From an optimization exercise on the open Yosys and OpenROAD flow, aimed at small area, a short achievable clock period and few clock cycles per item; shortcuts taken in it are not production practice.
At most, simulation tests tie the RTL to the original design; equivalence was not proved.
No activity file was given, so power comes from the tool's default toggle rates.

the previous run:
==> flow/design.v (excerpt) <==
module top_payload_generator (
    input  logic                          clk,
    input  logic                          resetn,
    input  logic [15:0]                   session_id_i,
    input  logic [31:0]                   msg_seq_num_i,
    input  logic [4-1:0]            pe_valid_i,
    input  logic [4*(32 + 32 + 16 + 64)-1:0]   pe_order_i,
    output logic [4-1:0]            pe_ready_o,
    input  logic                          tready_i,
    output logic                          tvalid_o,
    output logic                          tlast_o,
    output logic [64-1:0]            tdata_o
);
Size in the first run: ~710 cells after synthesis, roughly 700 I/O pins, ~6800 sq um of cells after synthesis.
==> module order_no_counter, before the edit <==
module order_no_counter (
    input  logic                 clk,
    input  logic                 resetn,
    input  logic                 advance_i,
    output order_pkg::order_no_t order_no_o
);
    logic [4*5-1:0] bcd_q;
    logic [5-1:0]   carry;
    always_comb begin
        logic c;
        c = advance_i;
        carry[0] = c;
        for (int d = 1; d < 5; d++) begin
            c = c && (bcd_q[4*(d-1) +: 4] == 4'd9);
            carry[d] = c;
        end
    end
    always_ff @(posedge clk) begin
        if (!resetn) begin
            bcd_q <= '0;
        end else begin
            for (int d = 0; d < 5; d++) begin
                if (carry[d]) begin
                    bcd_q[4*d +: 4] <= (bcd_q[4*d +: 4] == 4'd9) ? 4'd0 : bcd_q[4*d +: 4] + 4'd1;
                end
            end
        end
    end
    logic [8*5-1:0] ascii;
    always_comb begin
        for (int d = 0; d < 5; d++) begin
            ascii[8*d +: 8] = {4'h3, bcd_q[4*d +: 4]};
        end
    end
    assign order_no_o = ascii;
endmodule
clock: 5.0 ns
lec_check: 0
cap_margin: 20
core_area: 2.5 2.5 247.5 247.5
die_area: 0 0 250 250
setup_slack_margin: 3.2
slew_margin: 20
standard.sh (not shown) runs the stock make flow with config.mk's settings and CLKGATE_MAP_FILE= SYNTH_SCRIPT=/design/flow/synth_recipe.tcl, a recipe that flattens the netlist after the stock synthesis.
==> flow/flow/run.sh <==
#!/bin/bash
# The standard flow, with two changes: the port buffers are the smallest
# buffer cell, and the pins are placed in regions (flow/io.tcl, made by
# gen/io_gen.py) that keep each tdata_o bit next to the input bits feeding it.
export BUFFER_PORTS_ARGS="-buffer_cell sky130_fd_sc_hd__buf_1"
export IO_CONSTRAINTS="$PWD/flow/io.tcl"
bash standard.sh > standard.log 2>&1
Other scripts of this flow, unchanged in this note and not shown: flow/flow/io.tcl
Here is what was changed in the inputs of the current run compared with the previous run.
==> flow/design.v, changed modules only <==
module order_no_counter (
    input  logic                 clk,
    input  logic                 resetn,
    input  logic                 advance_i,
    output order_pkg::order_no_t order_no_o
);
    logic [4*5-1:0] bcd_q;
    logic [5-1:0]   nine_q;     
    logic [5-1:0]   step_q;     
    logic [5-1:0]   nine;
    logic [5-1:0]   step;
    always_comb begin
        logic c;
        c = 1'b1;
        for (int d = 0; d < 5; d++) begin
            nine[d] = bcd_q[4*d +: 4] == 4'd9;
            step[d] = c;
            c = c && nine[d];
        end
    end
    always_ff @(posedge clk) begin
        if (!resetn) begin
            bcd_q  <= '0;
            nine_q <= '0;
            step_q <= 'b1;
        end else begin
            nine_q <= nine;
            step_q <= step;
            for (int d = 0; d < 5; d++) begin
                if (advance_i && step_q[d]) begin
                    bcd_q[4*d +: 4] <= nine_q[d] ? 4'd0 : bcd_q[4*d +: 4] + 4'd1;
                end
            end
        end
    end
    logic [8*5-1:0] ascii;
    always_comb begin
        for (int d = 0; d < 5; d++) begin
            ascii[8*d +: 8] = {4'h3, bcd_q[4*d +: 4]};
        end
    end
    assign order_no_o = ascii;
endmodule
Results
Changes observed in the current run relative to the previous run: final core utilization roughly the same, sequential cell count higher, data required time of the worst path lower.
On final hold slack, the current run and the previous run are neck and neck.
flop to output port as the classification of the worst setup path was reported by the current run, and primary input to flop by the previous run.
Changes observed in the current run relative to the previous run: area of the mapped netlist +about 3.7%; relative slew slack saw an increase; post-cts resize count fell 24; combinational group share of total power shows a reduction of 1.1 points.
Min wire length across the current run and the previous run: the previous run
From the previous run to the current run the numbers moved as follows: summed area of non-filler cells in the final layout neither gained nor lost much; final setup skew went down by 0.0063 ns; overall power after layout saw an increase.
NOTE: first-pass GRT wire length in the current run falls short of that of the previous run
Testbench counts of the current run, summed over its fixed seeds: cycles 38,424, items 9,600.
Function not checked in the previous run: the RTL went through the layout flow alone.

[what the ideal ports hide]
No port has a modelled driver above. Below, the same layouts with a new extraction and two added sets of constraints. Step 1: set_driving_cell puts a clkbuf_16 on clk and a buf_2 on each other input, an assumption about the parent block. Step 2 times the ports against the registers' clock, not the clock port: input delays grow and output delays shrink by t, the midpoint of the rising clock arrivals with the driver on. Slacks: ideal / step 1 / step 2; pairs: ideal / step 1.
run | shift t [ns] | slack for setup (ns) | worst setup path at the end | worst register clock-pin slew, ns | worst slew at a driven data input, ns
the previous run | 0.439 | 3.057 / 3.018 / 2.644 | input to register | 0.10 / 0.10 | 0.05
the current run | 0.510 | 3.026 / 2.969 / 2.648 | input to register | 0.06 / 0.06 | 0.05
After both steps every run listed still meets setup and hold. The setup slack of the previous run, which loses most, moves by -0.039 ns with the drivers and by -0.413 ns with both steps.
